From an optimization exercise on the open Yosys and OpenROAD flow, aimed at small area, a short achievable clock period and few clock cycles; shortcuts taken in it are not production practice. Function was not checked in any run shown here: the RTL went through the layout flow alone. No activity file was given, so power comes from the tool's default toggle rates.

`flow/design.v`:
```
package axiPkg;
  typedef logic [31:0] addr_t;
  typedef logic [31:0] data_t;
  typedef logic [3:0]  strb_t;
  typedef logic [7:0]  id_t;
  typedef logic [7:0]  len_t;
  typedef logic [2:0]  prot_t;
  localparam int unsigned BeatBytes = 4;
  localparam int unsigned AddrReqBits = 32 + 8 + 8 + 2 + 3;
  localparam int unsigned WBeatBits   = 32 + 4;
  localparam int unsigned RBeatBits   = 32 + 2 + 8 + 1;
  localparam int unsigned BRspBits    = 2 + 8;
  typedef enum logic [1:0] {
    FIXED = 2'd0,
    INCR  = 2'd1
  } burst_e;
  typedef enum logic [1:0] {
    OKAY   = 2'd0,
    SLVERR = 2'd2,
    DECERR = 2'd3
  } resp_e;
  typedef struct packed {
    addr_t  addr;
    id_t    id;
    len_t   len;
    burst_e burst;
    prot_t  prot;
  } addrReq_t;
  typedef struct packed {
    data_t data;
    strb_t strb;
  } wBeat_t;
  typedef struct packed {
    data_t data;
    resp_e resp;
    id_t   id;
    logic  last;
  } rBeat_t;
  typedef struct packed {
    resp_e resp;
    id_t   id;
  } bRsp_t;
endpackage
package apbPkg;
  typedef enum logic [1:0] {
    IDLE   = 2'd0,
    SETUP  = 2'd1,
    ACCESS = 2'd2
  } apbState_e;
  typedef struct packed {
    logic [31:0]   paddr;
    logic [31:0]   pwdata;
    logic [3:0]    pstrb;
    logic [2:0]    pprot;
    logic          pwrite;
  } apbReq_t;
endpackage
module syncFifo #(
  parameter int unsigned Width = 8,
  parameter int unsigned Depth = 4
) (
  input  logic             pclk,
  input  logic             preset_n,
  input  logic [Width-1:0] inData,
  input  logic             inValid,
  output logic             inReady,
  output logic [Width-1:0] outData,
  output logic             outValid,
  input  logic             outReady
);
  localparam int unsigned PtrBits = (Depth > 1) ? $clog2(Depth) : 1;
  localparam int unsigned CntBits = $clog2(Depth + 1);
  logic [Width-1:0]   mem [Depth];
  logic [PtrBits-1:0] wrPtr;
  logic [PtrBits-1:0] rdPtr;
  logic [CntBits-1:0] count;
  logic               push;
  logic               pop;
  assign inReady  = (count != CntBits'(Depth));
  assign outValid = (count != '0);
  assign outData  = mem[rdPtr];
  assign push     = inValid & inReady;
  assign pop      = outValid & outReady;
  always_ff @(posedge pclk) begin
    if (push) begin
      mem[wrPtr] <= inData;
    end
  end
  always_ff @(posedge pclk or negedge preset_n) begin
    if (!preset_n) begin
      wrPtr <= '0;
      rdPtr <= '0;
      count <= '0;
    end else begin
      if (push) begin
        wrPtr <= (wrPtr == PtrBits'(Depth - 1)) ? '0 : wrPtr + 1'b1;
      end
      if (pop) begin
        rdPtr <= (rdPtr == PtrBits'(Depth - 1)) ? '0 : rdPtr + 1'b1;
      end
      case ({push, pop})
        2'b10:   count <= count + 1'b1;
        2'b01:   count <= count - 1'b1;
        default: count <= count;
      endcase
    end
  end
endmodule
module readPath #(
  parameter int unsigned FifoDepth = 4
) (
  input  logic             pclk,
  input  logic             preset_n,
  input  axiPkg::addrReq_t arReq,
  input  logic             arValid,
  output logic             arReady,
  output axiPkg::rBeat_t   rBeat,
  output logic             rValid,
  input  logic             rReady,
  output axiPkg::addrReq_t rdCmd,
  output logic             rdCmdValid,
  input  logic             rdCmdReady,
  input  axiPkg::rBeat_t   rdBeat,
  input  logic             rdBeatValid,
  output logic             rdBeatReady
);
  syncFifo #(
    .Width(axiPkg::AddrReqBits),
    .Depth(FifoDepth)
  ) arFifo_i (
    .pclk    (pclk),
    .preset_n(preset_n),
    .inData  (arReq),
    .inValid (arValid),
    .inReady (arReady),
    .outData (rdCmd),
    .outValid(rdCmdValid),
    .outReady(rdCmdReady)
  );
  syncFifo #(
    .Width(axiPkg::RBeatBits),
    .Depth(FifoDepth)
  ) rFifo_i (
    .pclk    (pclk),
    .preset_n(preset_n),
    .inData  (rdBeat),
    .inValid (rdBeatValid),
    .inReady (rdBeatReady),
    .outData (rBeat),
    .outValid(rValid),
    .outReady(rReady)
  );
endmodule
module writePath #(
  parameter int unsigned FifoDepth = 4
) (
  input  logic             pclk,
  input  logic             preset_n,
  input  axiPkg::addrReq_t awReq,
  input  logic             awValid,
  output logic             awReady,
  input  axiPkg::wBeat_t   wBeat,
  input  logic             wValid,
  output logic             wReady,
  output axiPkg::bRsp_t    bRsp,
  output logic             bValid,
  input  logic             bReady,
  output axiPkg::addrReq_t wrCmd,
  output logic             wrCmdValid,
  input  logic             wrCmdReady,
  output axiPkg::wBeat_t   wrData,
  output logic             wrDataValid,
  input  logic             wrDataReady,
  input  axiPkg::bRsp_t    wrRsp,
  input  logic             wrRspValid,
  output logic             wrRspReady
);
  syncFifo #(
    .Width(axiPkg::AddrReqBits),
    .Depth(FifoDepth)
  ) awFifo_i (
    .pclk    (pclk),
    .preset_n(preset_n),
    .inData  (awReq),
    .inValid (awValid),
    .inReady (awReady),
    .outData (wrCmd),
    .outValid(wrCmdValid),
    .outReady(wrCmdReady)
  );
  syncFifo #(
    .Width(axiPkg::WBeatBits),
    .Depth(FifoDepth)
  ) wFifo_i (
    .pclk    (pclk),
    .preset_n(preset_n),
    .inData  (wBeat),
    .inValid (wValid),
    .inReady (wReady),
    .outData (wrData),
    .outValid(wrDataValid),
    .outReady(wrDataReady)
  );
  syncFifo #(
    .Width(axiPkg::BRspBits),
    .Depth(FifoDepth)
  ) bFifo_i (
    .pclk    (pclk),
    .preset_n(preset_n),
    .inData  (wrRsp),
    .inValid (wrRspValid),
    .inReady (wrRspReady),
    .outData (bRsp),
    .outValid(bValid),
    .outReady(bReady)
  );
endmodule
module apbSequencer #(
  parameter int unsigned NumSlaves = 4,
  parameter int unsigned WinBits   = 12
) (
  input  logic                           pclk,
  input  logic                           preset_n,
  input  axiPkg::addrReq_t               rdCmd,
  input  logic                           rdCmdValid,
  output logic                           rdCmdReady,
  output axiPkg::rBeat_t                 rdBeat,
  output logic                           rdBeatValid,
  input  logic                           rdBeatReady,
  input  axiPkg::addrReq_t               wrCmd,
  input  logic                           wrCmdValid,
  output logic                           wrCmdReady,
  input  axiPkg::wBeat_t                 wrData,
  input  logic                           wrDataValid,
  output logic                           wrDataReady,
  output axiPkg::bRsp_t                  wrRsp,
  output logic                           wrRspValid,
  input  logic                           wrRspReady,
  output apbPkg::apbReq_t                apbReq,
  output logic [NumSlaves-1:0]           psel,
  output logic                           penable,
  input  logic [NumSlaves-1:0]           pready,
  input  logic [NumSlaves-1:0][31:0]   prdata,
  input  logic [NumSlaves-1:0]           pslverr
);
  localparam int unsigned AddrBits = 32;
  localparam int unsigned IdxBits  = AddrBits - WinBits;
  apbPkg::apbState_e    state;
  logic                 active;
  logic                 isWrite;
  logic                 lastWrite;
  logic                 pickWrite;
  axiPkg::addr_t        curAddr;
  axiPkg::len_t         beatCnt;
  axiPkg::resp_e        wrErr;
  axiPkg::addrReq_t     cmd;
  axiPkg::addrReq_t     newCmd;
  logic [IdxBits-1:0]   winIdx;
  logic [NumSlaves-1:0] slvHit;
  logic                 decErr;
  logic                 readySel;
  logic                 errSel;
  axiPkg::data_t        rdataSel;
  axiPkg::resp_e        beatResp;
  axiPkg::resp_e        burstResp;
  logic                 beatGo;
  logic                 beatDone;
  logic                 lastBeat;
  assign pickWrite = wrCmdValid & (~rdCmdValid | ~lastWrite);
  assign newCmd    = pickWrite ? wrCmd : rdCmd;
  assign cmd       = isWrite ? wrCmd : rdCmd;
  assign winIdx = curAddr[AddrBits-1:WinBits];
  always_comb begin
    for (int k = 0; k < NumSlaves; k++) begin
      slvHit[k] = (winIdx == IdxBits'(k));
    end
  end
  assign decErr   = ~|slvHit;
  assign readySel = |(pready & slvHit);
  assign errSel   = |(pslverr & slvHit);
  always_comb begin
    rdataSel = '0;
    for (int k = 0; k < NumSlaves; k++) begin
      if (slvHit[k]) begin
        rdataSel = prdata[k];
      end
    end
  end
  always_comb begin
    if (decErr) begin
      beatResp = axiPkg::DECERR;
    end else if (errSel) begin
      beatResp = axiPkg::SLVERR;
    end else begin
      beatResp = axiPkg::OKAY;
    end
  end
  assign burstResp = (beatResp > wrErr) ? beatResp : wrErr;
  assign lastBeat = (beatCnt == cmd.len);
  assign beatGo   = isWrite ? (wrDataValid & (wrRspReady | (beatCnt != '0))) : rdBeatReady;
  assign beatDone = (state == apbPkg::ACCESS) & (decErr | readySel);
  always_ff @(posedge pclk or negedge preset_n) begin
    if (!preset_n) begin
      state     <= apbPkg::IDLE;
      active    <= 1'b0;
      isWrite   <= 1'b0;
      lastWrite <= 1'b1;
      curAddr   <= '0;
      beatCnt   <= '0;
      wrErr     <= axiPkg::OKAY;
    end else begin
      case (state)
        apbPkg::IDLE: begin
          if (!active) begin
            if (rdCmdValid | wrCmdValid) begin
              active    <= 1'b1;
              isWrite   <= pickWrite;
              lastWrite <= pickWrite;
              curAddr   <= newCmd.addr;
              beatCnt   <= '0;
              wrErr     <= axiPkg::OKAY;
            end
          end else if (beatGo) begin
            state <= apbPkg::SETUP;
          end
        end
        apbPkg::SETUP: begin
          state <= apbPkg::ACCESS;
        end
        apbPkg::ACCESS: begin
          if (beatDone) begin
            state <= apbPkg::IDLE;
            wrErr <= burstResp;
            if (lastBeat) begin
              active <= 1'b0;
            end else begin
              beatCnt <= beatCnt + 1'b1;
              if (cmd.burst != axiPkg::FIXED) begin
                curAddr <= curAddr + axiPkg::addr_t'(axiPkg::BeatBytes);
              end
            end
          end
        end
        default: begin
          state <= apbPkg::IDLE;
        end
      endcase
    end
  end
  assign psel    = (state == apbPkg::IDLE) ? '0 : slvHit;
  assign penable = (state == apbPkg::ACCESS);
  always_comb begin
    apbReq.paddr  = curAddr;
    apbReq.pwdata = isWrite ? wrData.data : '0;
    apbReq.pstrb  = isWrite ? wrData.strb : '0;
    apbReq.pprot  = cmd.prot;
    apbReq.pwrite = isWrite;
  end
  assign rdBeatValid = beatDone & ~isWrite;
  assign rdCmdReady  = beatDone & ~isWrite & lastBeat;
  assign wrDataReady = beatDone & isWrite;
  assign wrCmdReady  = beatDone & isWrite & lastBeat;
  assign wrRspValid  = beatDone & isWrite & lastBeat;
  always_comb begin
    rdBeat.data = rdataSel;
    rdBeat.resp = beatResp;
    rdBeat.id   = rdCmd.id;
    rdBeat.last = lastBeat;
    wrRsp.resp  = burstResp;
    wrRsp.id    = wrCmd.id;
  end
endmodule
module axiApbBridge #(
  parameter int unsigned NumSlaves = 4,
  parameter int unsigned WinBits   = 12,
  parameter int unsigned FifoDepth = 4
) (
  input  logic                           pclk,
  input  logic                           preset_n,
  input  axiPkg::addrReq_t               arReq,
  input  logic                           arValid,
  output logic                           arReady,
  input  axiPkg::addrReq_t               awReq,
  input  logic                           awValid,
  output logic                           awReady,
  input  axiPkg::wBeat_t                 wBeat,
  input  logic                           wValid,
  output logic                           wReady,
  output axiPkg::rBeat_t                 rBeat,
  output logic                           rValid,
  input  logic                           rReady,
  output axiPkg::bRsp_t                  bRsp,
  output logic                           bValid,
  input  logic                           bReady,
  output apbPkg::apbReq_t                apbReq,
  output logic [NumSlaves-1:0]           psel,
  output logic                           penable,
  input  logic [NumSlaves-1:0]           pready,
  input  logic [NumSlaves-1:0][31:0]   prdata,
  input  logic [NumSlaves-1:0]           pslverr
);
  axiPkg::addrReq_t rdCmd;
  logic             rdCmdValid;
  logic             rdCmdReady;
  axiPkg::rBeat_t   rdBeat;
  logic             rdBeatValid;
  logic             rdBeatReady;
  axiPkg::addrReq_t wrCmd;
  logic             wrCmdValid;
  logic             wrCmdReady;
  axiPkg::wBeat_t   wrData;
  logic             wrDataValid;
  logic             wrDataReady;
  axiPkg::bRsp_t    wrRsp;
  logic             wrRspValid;
  logic             wrRspReady;
  readPath #(.FifoDepth(FifoDepth)) readPath_i (
    .pclk, .preset_n,
    .arReq, .arValid, .arReady,
    .rBeat, .rValid, .rReady,
    .rdCmd, .rdCmdValid, .rdCmdReady,
    .rdBeat, .rdBeatValid, .rdBeatReady
  );
  writePath #(.FifoDepth(FifoDepth)) writePath_i (
    .pclk, .preset_n,
    .awReq, .awValid, .awReady,
    .wBeat, .wValid, .wReady,
    .bRsp, .bValid, .bReady,
    .wrCmd, .wrCmdValid, .wrCmdReady,
    .wrData, .wrDataValid, .wrDataReady,
    .wrRsp, .wrRspValid, .wrRspReady
  );
  apbSequencer #(
    .NumSlaves(NumSlaves),
    .WinBits  (WinBits)
  ) apbSequencer_i (
    .pclk, .preset_n,
    .rdCmd, .rdCmdValid, .rdCmdReady,
    .rdBeat, .rdBeatValid, .rdBeatReady,
    .wrCmd, .wrCmdValid, .wrCmdReady,
    .wrData, .wrDataValid, .wrDataReady,
    .wrRsp, .wrRspValid, .wrRspReady,
    .apbReq, .psel, .penable,
    .pready, .prdata, .pslverr
  );
endmodule
module axiApbBridgeTop (
  input  logic         pclk,
  input  logic         preset_n,
  input  logic [31:0]  ar_addr,
  input  logic [7:0]   ar_id,
  input  logic [7:0]   ar_len,
  input  logic [1:0]   ar_burst,
  input  logic [2:0]   ar_prot,
  input  logic         ar_valid,
  output logic         ar_ready,
  input  logic [31:0]  aw_addr,
  input  logic [7:0]   aw_id,
  input  logic [7:0]   aw_len,
  input  logic [1:0]   aw_burst,
  input  logic [2:0]   aw_prot,
  input  logic         aw_valid,
  output logic         aw_ready,
  input  logic [31:0]  w_data,
  input  logic [3:0]   w_strb,
  input  logic         w_valid,
  output logic         w_ready,
  output logic [31:0]  r_data,
  output logic [1:0]   r_resp,
  output logic [7:0]   r_id,
  output logic         r_last,
  output logic         r_valid,
  input  logic         r_ready,
  output logic [1:0]   b_resp,
  output logic [7:0]   b_id,
  output logic         b_valid,
  input  logic         b_ready,
  output logic [31:0]  paddr,
  output logic [31:0]  pwdata,
  output logic [3:0]   pstrb,
  output logic [2:0]   pprot,
  output logic         pwrite,
  output logic [3:0]   psel,
  output logic         penable,
  input  logic [3:0]   pready,
  input  logic [127:0] prdata,
  input  logic [3:0]   pslverr
);
  logic        act;        
  logic        wr;         
  logic        acc;        
  logic [11:2] curAddr;    
  logic [3:0]  oh;         
  logic        upZero;     
  logic        upOnes;     
  logic [7:0]  left;       
  logic        last;       
  logic [1:0]  wrErr;      
  logic        rv;         
  logic        rl;
  logic [31:0] rd;
  logic [1:0]  rr;
  logic        bv;
  logic        fA;         
  logic        fW;         
  logic        fR;         
  logic [3:0]  hit;
  logic        dec;
  logic        fixed;
  logic        done;
  logic        decDone;
  logic        fin;
  logic        setup;
  logic [1:0]  beatResp;
  logic        rdAvail;
  logic        wrAvail;
  logic        free;
  logic        start;
  logic        pickW;
  logic [31:0] rdSel;
  logic [3:0]  sWA;
  logic        step;
  logic [11:2] incMask;
  logic [7:0]  decMask;
  logic        dW;
  logic        rdSel1;
  logic [4:0]  awBits;
  logic [4:0]  arBits;
  logic [4:0]  xAw;
  logic [4:0]  xAr;
  logic [4:0]  cmdBits;
  logic [1:0]  cmdLow;
  logic [3:0]  sAn;
  logic [3:0]  sW;
  logic [3:0]  sR;
  logic [3:0]  xW;
  logic [3:0]  xR;
  logic [3:0]  xP;
  logic        actN;
  logic        wrN;
  logic        accN;
  logic        rvN;
  logic        decN;
  assign hit = oh & {4{upZero}};
  assign dec = ~upZero;
  assign done    = acc & |(pready & oh);
  assign decDone = act & dec & (wr ? w_valid : ~rv);
  assign fin     = done | decDone;
  assign setup   = act & ~acc & ~dec & (wr ? w_valid : (~rv | r_ready));
  assign beatResp = dec ? 2'd3 : (|(pslverr & hit) ? 2'd2 : 2'd0);
  assign rdAvail = ar_valid & ~(act & ~wr) & ~(rv & rl);
  assign wrAvail = aw_valid & ~(act & wr) & ~bv;
  assign free    = ~act | (fin & last);
  assign start   = free & (rdAvail | wrAvail);
  assign pickW   = wrAvail & (~rdAvail | ~wr);
  assign fixed   = wr ? (aw_burst == 2'd0) : (ar_burst == 2'd0);
  always_comb begin
    rdSel = '0;
    for (int k = 0; k < 4; k++) begin
      rdSel = rdSel | (prdata[32*k +: 32] & {32{hit[k] & ~rv}});
    end
  end
  assign upOnes = wr ? (&aw_addr[31:14]) : (&ar_addr[31:14]);
  always_comb begin
    actN = start | (act & ~(fin & last));
    wrN  = start ? pickW : wr;
    accN = acc ? ~done : setup;
    rvN  = (fin & ~wr) | (rv & ~r_ready);
    if (start) begin
      decN = pickW ? (aw_addr[31:14] != '0) : (ar_addr[31:14] != '0);
    end else if (fin && !fixed && oh[3] && (&curAddr[11:2])) begin
      decN = ~upOnes;
    end else begin
      decN = dec;
    end
  end
  always_ff @(posedge pclk or negedge preset_n) begin
    if (!preset_n) begin
      act <= 1'b0;
      wr     <= 1'b0;
      acc <= 1'b0;
      rv  <= 1'b0;
      bv  <= 1'b0;
      fA  <= 1'b0;
      fW  <= 1'b0;
      fR  <= 1'b0;
    end else begin
      act <= actN;
      wr  <= wrN;
      acc <= accN;
      rv  <= rvN;
      if (fin & wr & last) begin
        bv <= 1'b1;
      end else if (b_ready) begin
        bv <= 1'b0;
      end
      fA  <= accN | (actN & ~decN & ~wrN & ~rvN);
      fW  <= actN & ~accN & ~decN & wrN;
      fR  <= actN & ~accN & ~decN & ~wrN & rvN;
    end
  end
  assign step = fin & ~fixed;
  always_comb begin
    incMask[2] = 1'b1;
    for (int i = 3; i <= 11; i++) begin
      incMask[i] = incMask[i-1] & curAddr[i-1];
    end
    decMask[0] = 1'b1;
    for (int i = 1; i <= 7; i++) begin
      decMask[i] = decMask[i-1] & ~left[i-1];
    end
  end
  always_ff @(posedge pclk) begin
    if (start) begin
      curAddr <= pickW ? aw_addr[11:2] : ar_addr[11:2];
      left    <= pickW ? aw_len : ar_len;
    end else begin
      curAddr <= curAddr ^ (incMask & {10{step}});
      left    <= left ^ (decMask & {8{fin}});
    end
    if (start) begin
      for (int k = 0; k < 4; k++) begin
        oh[k] <= pickW ? (aw_addr[13:12] == 2'(k)) : (ar_addr[13:12] == 2'(k));
      end
      upZero  <= pickW ? (aw_addr[31:14] == '0) : (ar_addr[31:14] == '0);
      last    <= pickW ? (aw_len == '0) : (ar_len == '0);
    end else if (fin) begin
      last <= (left == 8'd1);
      if (!fixed) begin
        if (&curAddr) begin
          oh <= {oh[2:0], oh[3]};
          if (oh[3]) begin
            upZero <= upOnes;
          end
        end
      end
    end
    wrErr <= {2{~(start & pickW)}} & (wrErr | (beatResp & {2{fin & wr}}));
    rd <= rdSel | (rd & {32{rv}});
    if (!rv) begin
      rr <= beatResp;
      rl <= last;
    end
  end
  assign sAn = ~(oh & {4{fA}});
  assign sW  = oh & {4{fW}};
  assign sR  = oh & {4{fR}};
  for (genvar k = 0; k < 4; k++) begin : g_psel
    nand2Gate wGate_i (.a(sW[k]), .b(w_valid), .y(xW[k]));
    nand2Gate rGate_i (.a(sR[k]), .b(r_ready), .y(xR[k]));
    nand3Gate sGate_i (.a(sAn[k]), .b(xW[k]), .c(xR[k]), .y(psel[k]));
  end
  assign penable = acc;
  assign paddr   = {18'd0, oh[3] | oh[2], oh[3] | oh[1], curAddr, cmdLow};
  assign pwrite  = wr;
  for (genvar k = 0; k < 5; k++) begin : g_cmd
    nand2Gate awGate_i (.a(wr), .b(awBits[k]), .y(xAw[k]));
    nand2Gate arGate_i (.a(rdSel1), .b(arBits[k]), .y(xAr[k]));
    nand2Gate oGate_i (.a(xAw[k]), .b(xAr[k]), .y(cmdBits[k]));
  end
  assign rdSel1  = ~wr;
  assign awBits  = {aw_prot, aw_addr[1:0]};
  assign arBits  = {ar_prot, ar_addr[1:0]};
  assign pprot   = cmdBits[4:2];
  assign cmdLow  = cmdBits[1:0];
  assign pwdata  = w_data;
  assign pstrb   = w_strb & {4{wr}};
  assign sWA     = oh & {4{acc & wr}};
  assign dW      = act & dec & wr;
  for (genvar k = 0; k < 3; k++) begin : g_wready
    nand2Gate pGate_i (.a(sWA[k]), .b(pready[k]), .y(xP[k]));
  end
  a21oiGate pGate3_i (.a1(sWA[3]), .a2(pready[3]), .b1(dW), .y(xP[3]));
  nand4Gate wGate_i (.a(xP[0]), .b(xP[1]), .c(xP[2]), .d(xP[3]), .y(w_ready));
  assign r_valid  = rv;
  assign r_data   = rd;
  assign r_resp   = rr;
  assign r_last   = rl;
  assign r_id     = ar_id;
  assign ar_ready = rv & rl & r_ready;
  assign b_valid  = bv;
  assign b_resp   = wrErr;
  assign b_id     = aw_id;
  assign aw_ready = bv & b_ready;
endmodule
module nand2Gate (
  input  logic a,
  input  logic b,
  output logic y
);
  assign y = ~(a & b);
endmodule
module nand3Gate (
  input  logic a,
  input  logic b,
  input  logic c,
  output logic y
);
  assign y = ~(a & b & c);
endmodule
module nand4Gate (
  input  logic a,
  input  logic b,
  input  logic c,
  input  logic d,
  output logic y
);
  assign y = ~(a & b & c & d);
endmodule
module a21oiGate (
  input  logic a1,
  input  logic a2,
  input  logic b1,
  output logic y
);
  assign y = ~((a1 & a2) | b1);
endmodule
```
`flow/flow/run.sh`:
```
#!/bin/bash
# Standard layout; port buffers of the smallest plain buffer; smaller clock tree;
# one tie cell for the constant outputs.
export BUFFER_PORTS_ARGS="-buffer_cell sky130_fd_sc_hd__buf_1"
export CTS_ARGS="-sink_clustering_enable -repair_clock_nets -dont_use_dummy_load -buf_list sky130_fd_sc_hd__clkbuf_8 -sink_clustering_size 40 -sink_clustering_max_diameter 150"
export SKIP_REPAIR_TIE_FANOUT=1
bash standard.sh > standard.log 2>&1
```
`flow/standard.sh`:
```
#!/bin/bash
# synth_recipe.tcl (not shown) runs the flow's synth.tcl, then flattens the netlist and writes it again
# the make line also repeats each setting of config.mk as NAME=value (left out here)
make -C /OpenROAD-flow-scripts/flow DESIGN_CONFIG=/design/flow/config.mk WORK_HOME=/design/flow/orfs CLKGATE_MAP_FILE= SYNTH_SCRIPT=/design/flow/synth_recipe.tcl "${@:-finish}"
```
`flow/config.mk`:
```
export PLATFORM = sky130hd
export DESIGN_NAME = axiApbBridgeTop
export DESIGN_NICKNAME = axiApbBridgeTop
export VERILOG_FILES = /design/flow/design.v
export SDC_FILE = /design/flow/constraint.sdc
export NUM_CORES = 4
export LEC_CHECK = 0
export CAP_MARGIN = 20
export CORE_AREA = 2.5 2.5 142.5 142.5
export DIE_AREA = 0 0 145 145
export PLACE_DENSITY = 0.6
export SETUP_SLACK_MARGIN = 2.4
export SLEW_MARGIN = 20
export SYNTH_HIERARCHICAL = 1
export SYNTH_MINIMUM_KEEP_SIZE = 0
```
`flow/constraint.sdc`:
```
create_clock -name core_clock -period 5.0 [get_ports {pclk}]
set_input_delay 1.0000 -clock core_clock [delete_from_list [all_inputs] [get_ports {pclk}]]
set_output_delay 1.0000 -clock core_clock [all_outputs]
set_load 0.01 [all_outputs]
```
==> results of run 1 <==
-- Yosys stat by module, one instance, submodules excluded --
module | area, sq um | cells | copies in the design
nand2Gate | 3.75 | 1 | 26
a21oiGate | 8.76 | 1 | 1
nand4Gate | 6.26 | 1 | 1
nand3Gate | 5.00 | 1 | 4
axiApbBridgeTop | 4410 | 515 | 1
-- repair_timing --
action	4_1_cts	5_1_grt
gates resized for setup	9	8
setup buffers	8	3
endpoints found under the hold margin	0	0
setup endpoints to repair	51	23
-- per-layer routing --
layer	track usage	part of all wire
met3	0.0541	0.088
met1	0.207	0.44
met2	0.256	0.45
met4	0.0447	0.021
met5	0	0.00063
-- through the flow --
step            util  hold slack, ns  cells  area [sq um]  power (mW)
6_report       0.299           0.490   1047          5780        3.20
5_1_grt        0.299           0.524   1046          5780        3.49
4_1_cts        0.296           0.493   1043          5720        3.20
3_5_place_dp   0.284           0.478   1026          5490        2.73
3_3_place_gp   0.284           0.473   1026          5490        2.71
2_1_floorplan      -           0.457    547          4580        2.19
-- area by class of cell --
type                    count  share of cell area
multi-input cells         369               0.424
flip-flops and latches     69               0.263
repair buffers            322               0.226
well taps                 265              0.0573
clock buffers               9              0.0214
inverters                  12             0.00844
diodes                      1            0.000433
-- power by group through the flow --
stage	Sequential (mW)	Clock [mW]	Combinational, mW
5_1_grt	1.17	0.409	1.90
2_1_floorplan	1.14	0	1.05
3_5_place_dp	1.20	0	1.53
4_1_cts	1.14	0.388	1.67
3_3_place_gp	1.20	0	1.51
6_report	1.13	0.363	1.71
-- worst reg2reg max path, delay by kind of cell, from the launching register on --
family                 cells  cell delay (ns)
flip-flops                 1             0.54
AO/OA/AOI/OAI              3             0.63
buffers and inverters      1             0.19
multiplexers               1             0.35
AND/OR/NAND/NOR            2             0.71
-- cells by family after synthesis --
family	synth area share
and+or+nand+nor	0.230
AOI/OAI and AO/OA	0.213
buffers and inverters	0.148
DFF	0.333
muxes	0.0454
xor gates and xnor gates	0.0251
adders and majority gates	0.00551
other	0.000825
-- worst max-delay path by stage --
stage              end  slack, ns  startpoint  cells after the start
6_report       w_ready       2.40          wr                      5
5_1_grt        w_ready       2.31          wr                      5
4_1_cts        w_ready       2.33          wr                      5
3_5_place_dp        fR       1.80    ar_valid                      8
3_3_place_gp        fR       1.88    ar_valid                      8
2_1_floorplan    oh[2]       2.35    ar_valid                      6
-- registers in the layout, summed over array words and instances, names as in the netlist, 2 cells and up --
| signal | count |
|---|---|
| rr | 2 |
| curAddr | 10 |
| left | 8 |
| oh | 4 |
| rd | 32 |
| wrErr | 2 |
-- cells in the mapped netlist, drive strengths merged, types with 3 or more instances --
library cell and number:
a22o 3, dfxtp 52, buf 71, nor4 13, a31oi 6, a222oi 17, or4 4, a21oi 10
a211oi 10, dfrtp 8, clkbuf 26, nand4 15, nand2 85, nor3 4, o21ai 19, mux2i 18
or2 5, nor2b 9, and3 8, nand3b 3, o31ai 3, nor2 12, edfxtp 9, and2 15
nand3 29, inv 12, a22oi 48, xor2 12
==> results.py, run 1 <==
metrics = {
    "place": {
        "place_congestion": 0.882,
        "pre_cts_slack_ns": 1.80,
        "port_buffers": 305,
        "dp_hpwl_microns": 13500,
    },
    "layout": {
        "syn_to_final_growth_pct": 27.3,
        "layout_commonest_cell": "buf_1",
        "drive_above_1_share": 0.0781,
        "nFillCells": 2166,
        "multi_input_area_sq_um": 2450,
        "layout_common_cells": "302 x buf_1, 85 x nand2_1, 52 x dfxtp_1",
        "seqCellArea_sq_um": 1520,
        "nNetsFinal": 1070,
    },
    "floorplanning": {
        "initial_core_util": 0.235,
        "io_pins": 420,
        "die_w_microns": 145,
        "die_area_sq_um": 21000,
        "core_area_sq_um": 19300,
        "rows": 51,
        "die-height_microns": 145,
    },
    "clock_tree": {
        "hold_buffers": 0,
        "clk_path_buf_depth": 2,
        "clockRootBuffer": "clkbuf_8",
        "clkLatencyLatePin_ns": 0.36,
        "clock_sinks": 69,
        "numCtsBuffers": 9,
        "htreeDepth": 3,
        "clkTransAtPathRegs_ns": 0.08,
        "cts_tree": "built",
    },
    "critical_path": {
        "setup.worst_path.start_class": "register",
        "r2r-end": "fA",
        "worst_r2r_path_depth": 7,
        "cp_top_family": "flip-flops",
        "worst-path-buf-inv": 2,
        "reg2reg_setup_slack_ns": 2.45,
        "critPathArrivalTime_ns": 1.60,
        "cp_max_fo": 6,
        "cp.required_ns": 4.00,
        "worst_setup_path_end_kind": "primary output",
        "reg2reg_from": "wr",
        "crit_slowest_cell": "dfrtp_4",
        "crit_chain": "buf_4 -> and3_1 -> nand2_1 -> nand4_1 -> buf_1",
        "setup.worst_path.class": "reg -> out",
        "cp_slowest_stage_delay_ns": 0.54,
    },
    "detailed_routing": {
        "drtIter0Drc": 328,
        "avgRoutedWirePerCell_microns": 16.6,
        "dr.pass1.iters": 5,
        "drtAntennaViolNets": 0,
        "route.detailed.drc": 0,
        "routed_wl_microns": 17400,
        "via_per_inst": 4.74,
        "vias": 4965,
    },
    "power_and_ir_drop": {
        "power_frac_clock": 0.114,
        "p_switching_mw": 1.49,
        "ir_drop_mv": 0.224,
        "swShare": 0.465,
        "p_comb_frac": 0.534,
        "pwr_density_cell_nw_per_um2": 553,
        "p_int_mw": 1.71,
        "p_seq_frac": 0.352,
        "p_leak_nw": 2.05,
    },
    "sta": {
        "final-setup-viol-count": 0,
        "hold_viol_final": 0,
        "worstMarginPinSlew_ns": 0.535,
        "worst_slack_ns": 2.40,
        "fin_worst_skew_ns": 0.0214,
        "timing.fmax_mhz": 384,
        "slew_headroom": 0.640,
        "timing.setup.tns_ns": 0,
        "finalCriticalPeriod_ns": 2.60,
        "fin_crit_sh": 0.520,
        "rsz0062_at_grt": "yes",
        "slew_viol_final": 0,
    },
    "global_routing": {
        "grt_usage": 0.161,
        "grt_pass1_vias": 4878,
        "overflow": 0,
        "grt_pass1_wl_microns": 26700,
        "grt_antenna_before_repair": 3,
        "grt_max_degree": 35,
    },
    "outcome": {
        "outcome": "timing/DRC/antenna clean",
    },
    "min_path": {
        "min_to": "left[5]",
        "worstHoldPathType": "reg -> reg",
        "hold-path-cell-count": 2,
        "hold_start": "left[5]",
    },
    "synth": {
        "ys_ff_latch": 69,
        "yosys_warnings": 7,
        "synth_edf_count": 9,
        "syn_inst": 547,
        "synth_cell_types": 52,
        "synth_top_cell_area_share": 0.229,
        "yosysSeqAreaShare": 0.333,
        "synth.avg_cell_area_sq_um": 8.31,
        "synth_nets": 834,
        "async_flop_share": 0.116,
        "synth_ff_type": "dfxtp_1",
        "synth_largest_area_cell": "dfxtp_1",
        "synth_area_leaders": "dfxtp_1 23%, buf_4 11%, a22oi_1 7.9%",
        "synth.cell_area_sq_um": 4540,
    },
    "job": {
        "cap_viol_max_count": 0,
    },
}
==> run 2, diff against run 1 <==
--- a/flow/design.v
+++ b/flow/design.v
@@ -491,3 +491,3 @@
   logic        acc;        
-  logic [11:2] curAddr;    
+  logic [13:2] curAddr;    
   logic [3:0]  oh;         
@@ -522,4 +522,2 @@
   logic        step;
-  logic [11:2] incMask;
-  logic [7:0]  decMask;
   logic        dW;
@@ -543,2 +541,7 @@
   logic        decN;
+  always_comb begin
+    for (int k = 0; k < 4; k++) begin
+      oh[k] = (curAddr[13:12] == 2'(k));
+    end
+  end
   assign hit = oh & {4{upZero}};
@@ -570,3 +573,3 @@
       decN = pickW ? (aw_addr[31:14] != '0) : (ar_addr[31:14] != '0);
-    end else if (fin && !fixed && oh[3] && (&curAddr[11:2])) begin
+    end else if (fin && !fixed && (&curAddr[13:2])) begin
       decN = ~upOnes;
@@ -602,24 +605,11 @@
   assign step = fin & ~fixed;
-  always_comb begin
-    incMask[2] = 1'b1;
-    for (int i = 3; i <= 11; i++) begin
-      incMask[i] = incMask[i-1] & curAddr[i-1];
-    end
-    decMask[0] = 1'b1;
-    for (int i = 1; i <= 7; i++) begin
-      decMask[i] = decMask[i-1] & ~left[i-1];
-    end
-  end
   always_ff @(posedge pclk) begin
     if (start) begin
-      curAddr <= pickW ? aw_addr[11:2] : ar_addr[11:2];
+      curAddr <= pickW ? aw_addr[13:2] : ar_addr[13:2];
       left    <= pickW ? aw_len : ar_len;
     end else begin
-      curAddr <= curAddr ^ (incMask & {10{step}});
-      left    <= left ^ (decMask & {8{fin}});
+      curAddr <= curAddr + {11'd0, step};
+      left    <= left - {7'd0, fin};
     end
     if (start) begin
-      for (int k = 0; k < 4; k++) begin
-        oh[k] <= pickW ? (aw_addr[13:12] == 2'(k)) : (ar_addr[13:12] == 2'(k));
-      end
       upZero  <= pickW ? (aw_addr[31:14] == '0) : (ar_addr[31:14] == '0);
@@ -630,6 +620,3 @@
         if (&curAddr) begin
-          oh <= {oh[2:0], oh[3]};
-          if (oh[3]) begin
-            upZero <= upOnes;
-          end
+          upZero <= upOnes;
         end
@@ -653,3 +640,3 @@
   assign penable = acc;
-  assign paddr   = {18'd0, oh[3] | oh[2], oh[3] | oh[1], curAddr, cmdLow};
+  assign paddr   = {18'd0, curAddr, cmdLow};
   assign pwrite  = wr;
--- a/flow/config.mk
+++ b/flow/config.mk
@@ -11,3 +11,3 @@
 export PLACE_DENSITY = 0.6
-export SETUP_SLACK_MARGIN = 2.4
+export SETUP_SLACK_MARGIN = 2.5
 export SLEW_MARGIN = 20
==> run 2 against run 1 <==
Maximum frequency up 0.25%; worst hold slack better by 0.00084 ns; register-to-register slack better by 0.12 ns; largest cell class unchanged; critical endpoint unchanged.
==> results.py, run 2 <==
metrics = {
    "synth": {
        "synth_edf_count": 5,
        "yosysMostFrequentCell": "nand2_1",
        "synth_cell_types": 51,
        "synth.avg_cell_area_sq_um": 8.23,
        "synth.cell_area_sq_um": 4510,
        "synth_nets": 837,
        "yosysSeqAreaShare": 0.318,
        "synth_common_cells": "84 x nand2_1, 67 x buf_4, 54 x dfxtp_1",
        "synth_ff_type": "dfxtp_1",
        "synth_largest_area_cell": "dfxtp_1",
        "yosys_warnings": 7,
        "ys_ff_latch": 67,
        "synth_top_cell_area_share": 0.240,
        "syn_inst": 548,
        "synth_area_leaders": "dfxtp_1 24%, buf_4 11%, a22oi_1 8.0%",
        "async_flop_share": 0.119,
    },
    "layout": {
        "nFillCells": 2110,
        "drive_above_1_share": 0.151,
        "layout_commonest_cell": "buf_1",
        "layout_common_cells": "293 x buf_1, 77 x nand2_1, 52 x dfxtp_1",
        "syn_to_final_growth_pct": 35.0,
        "nNetsFinal": 1092,
        "seqCellArea_sq_um": 1440,
        "multi_input_area_sq_um": 2680,
        "top_register": "rd",
        "top_regs": "rd x32, curAddr x12, left x8",
        "antennaDiodeCount": 0,
        "stdcell_area_sq_um": 6090,
        "largest_reg_flops": 32,
    },
    "floorplanning": {
        "rows": 51,
        "die-height_microns": 145,
        "io_pins": 420,
        "die_w_microns": 145,
        "die_area_sq_um": 21000,
        "initial_core_util": 0.233,
        "core_area_sq_um": 19300,
    },
    "critical_path": {
        "critPathArrivalTime_ns": 1.60,
        "r2r-end": "fA",
        "crit_slowest_cell": "buf_6",
        "path_common_cell": "buf_6",
        "cp_slowest_stage_delay_ns": 0.20,
        "reg2reg_setup_slack_ns": 2.57,
        "cp_top_family": "buffers and inverters",
        "crit_path_start": "pready[3]",
        "cp_max_fo": 2,
        "worst_setup_path_end_kind": "primary output",
        "worst-path-buf-inv": 2,
        "reg2reg_from": "curAddr[13]",
        "worst_r2r_path_depth": 8,
        "cp.required_ns": 4.00,
        "cp_num_cells": 4,
        "setup.worst_path.start_class": "input pin",
        "setup.worst_path.class": "in -> out",
        "worstSetupEndpoint": "w_ready",
        "crit_chain": "buf_6 -> a21oi_2 -> nand4_1 -> buf_6",
    },
    "detailed_routing": {
        "vias": 5084,
        "avgRoutedWirePerCell_microns": 16.7,
        "via_per_inst": 4.77,
        "routed_wl_microns": 17800,
        "drtIter0Drc": 435,
        "route.detailed.drc": 0,
        "drtAntennaViolNets": 0,
        "dr.pass1.iters": 5,
    },
    "clock_tree": {
        "clock_sinks": 67,
        "cts_tree": "built",
        "clockRootBuffer": "clkbuf_8",
        "numCtsBuffers": 9,
        "clkLatencyLatePin_ns": 0.35,
        "hold_buffers": 0,
        "htreeDepth": 3,
        "clkTransAtPathRegs_ns": 0.06,
        "clk_path_buf_depth": 2,
    },
    "sta": {
        "fin_crit_sh": 0.519,
        "worstMarginPinSlew_ns": 0.657,
        "hold_viol_final": 0,
        "slew_headroom": 0.560,
        "slew_viol_final": 0,
        "timing.fmax_mhz": 385,
        "worst_slack_ns": 2.40,
        "rsz0062_at_grt": "yes",
        "finalCriticalPeriod_ns": 2.60,
        "final-setup-viol-count": 0,
        "fin_worst_skew_ns": 0.0182,
        "timing.setup.tns_ns": 0,
    },
    "job": {
        "cap_viol_max_count": 0,
    },
    "global_routing": {
        "grt_antenna_before_repair": 0,
        "grt_pass1_wl_microns": 26900,
        "grt_pass1_vias": 4824,
        "overflow": 0,
        "grt_usage": 0.163,
        "grt_max_degree": 38,
    },
    "place": {
        "dp_hpwl_microns": 13100,
        "port_buffers": 305,
        "place_area_sq_um": 5470,
        "place_congestion": 0.838,
        "pre_cts_slack_ns": 1.74,
    },
    "power_and_ir_drop": {
        "ir_drop_mv": 0.231,
        "total_power_mw": 3.30,
        "pwr_density_cell_nw_per_um2": 542,
        "p_leak_nw": 2.28,
    },
    "outcome": {
        "outcome": "timing/DRC/antenna clean",
    },
    "min_path": {
        "worstHoldPathType": "reg -> reg",
    },
}
## run 2: changes by cell type after synthesis, moves of 4 or more
cell      before  now
nand4_1       15   10
a211oi_1       8    0
nor2b_1        9    4
mux2_2         1   15
a21oi_1        8   17
or2_2          5    0
clkbuf_1      26   19
nor2_1        12   35
o21ai_0       17    3
nand2b_1       2    7
edfxtp_1       9    5
o21ai_1        2    7
mux2i_1       18    8
## run 2: kinds of logic (layout without fill, tap and decap cells)
kind of cell,count (synthesis),in the layout,share of synthesized area
compound gates,109,111,0.190
xor+xnor,16,16,0.0311
fa+ha+maj,4,4,0.0111
buf+inv,105,355,0.149
flops,67,67,0.318
mux,26,26,0.0661
other cells,1,1,0.000832
simple gates,220,221,0.234
## run 2: worst min-delay path by stage
| stage | from | to | cells after the start |
|---|---|---|---|
| after floorplan | last | rl | 0 |
| final | rd[4] | rd[4] | 2 |
| after global placement | rd[26] | rd[26] | 2 |
| after global routing | rd[12] | rd[12] | 2 |
| after CTS | rd[4] | rd[4] | 2 |
| after detailed placement | rd[4] | rd[4] | 2 |
## run 2: modules after synthesis (local to each module, per instance)
module,cell area (sq um),flops+latches
a21oiGate,8.76,0
axiApbBridgeTop,4380,67
nand2Gate,3.75,0
nand3Gate,5.00,0
nand4Gate,6.26,0
## run 2: power by group
part	internal, mW	leakage [nW]	switching, mW	total, mW
clock network	0.160	0.0647	0.188	0.349
registers	0.803	0.600	0.236	1.04
logic	0.849	1.62	1.06	1.91
## run 2: worst min-delay path, delay by kind of cell (launching register included)
family / cells / cell delay, ns
flops: 1 / 0.32
compound gates: 1 / 0.08
simple gates: 1 / 0.06
## run 2: through the flow
stage               cells  hold WS, ns  utilization
CTS                  1056        0.494        0.303
floorplan             548        0.479            -
global route         1066        0.511        0.315
global placement     1030        0.470        0.283
finish               1066        0.491        0.315
detailed placement   1030        0.477        0.283
## run 2: layout make-up
| class | instances | share of cell area |
|---|---|---|
| tap | 265 | 0.0545 |
| timing repair buffer | 335 | 0.242 |
| multi-input combinational | 379 | 0.440 |
| clock buffer | 9 | 0.0204 |
| sequential | 67 | 0.236 |
| inverter | 11 | 0.00740 |
## run 2: what timing repair did
action / in CTS / in global routing
setup buffers: 13 / 10
cloned: 4 / 0
endpoints found under the setup margin: 38 / 31
pin swaps: 7 / 11
gates resized for setup: 36 / 33
## run 2: metal layers
metal / wire length [microns] / global-route usage
met1: 7550 / 0.206
met2: 8200 / 0.254
met3: 1580 / 0.0610
met4: 491 / 0.0573
met5: 0 / 0

## re-timing with driven ports
In the flow no input, the clock included, has a driving cell. The finished layouts below were timed again as built, in two steps.
Step 1 assumes that a clkbuf_16 drives the clock port and a buf_2 every other input.
Step 2 also shifts input and output timing later by t, the mid clock arrival at the registers, as if the neighbouring blocks saw the same clock.
Three values: ideal ports, drivers, drivers and shift; two values: the first two.
| run | shift t [ns] | slack for setup (ns) | worst data-port slew with drivers (ns) |
|---|---|---|---|
| run 1 | 0.385 | 2.398 / 2.361 / 2.104 | 0.11 |
| run 2 | 0.376 | 2.405 / 2.371 / 2.120 | 0.10 |
After both steps every run listed still meets setup and hold. The setup slack of run 1, which loses most, moves by -0.037 ns with the drivers and by -0.294 ns with both steps.
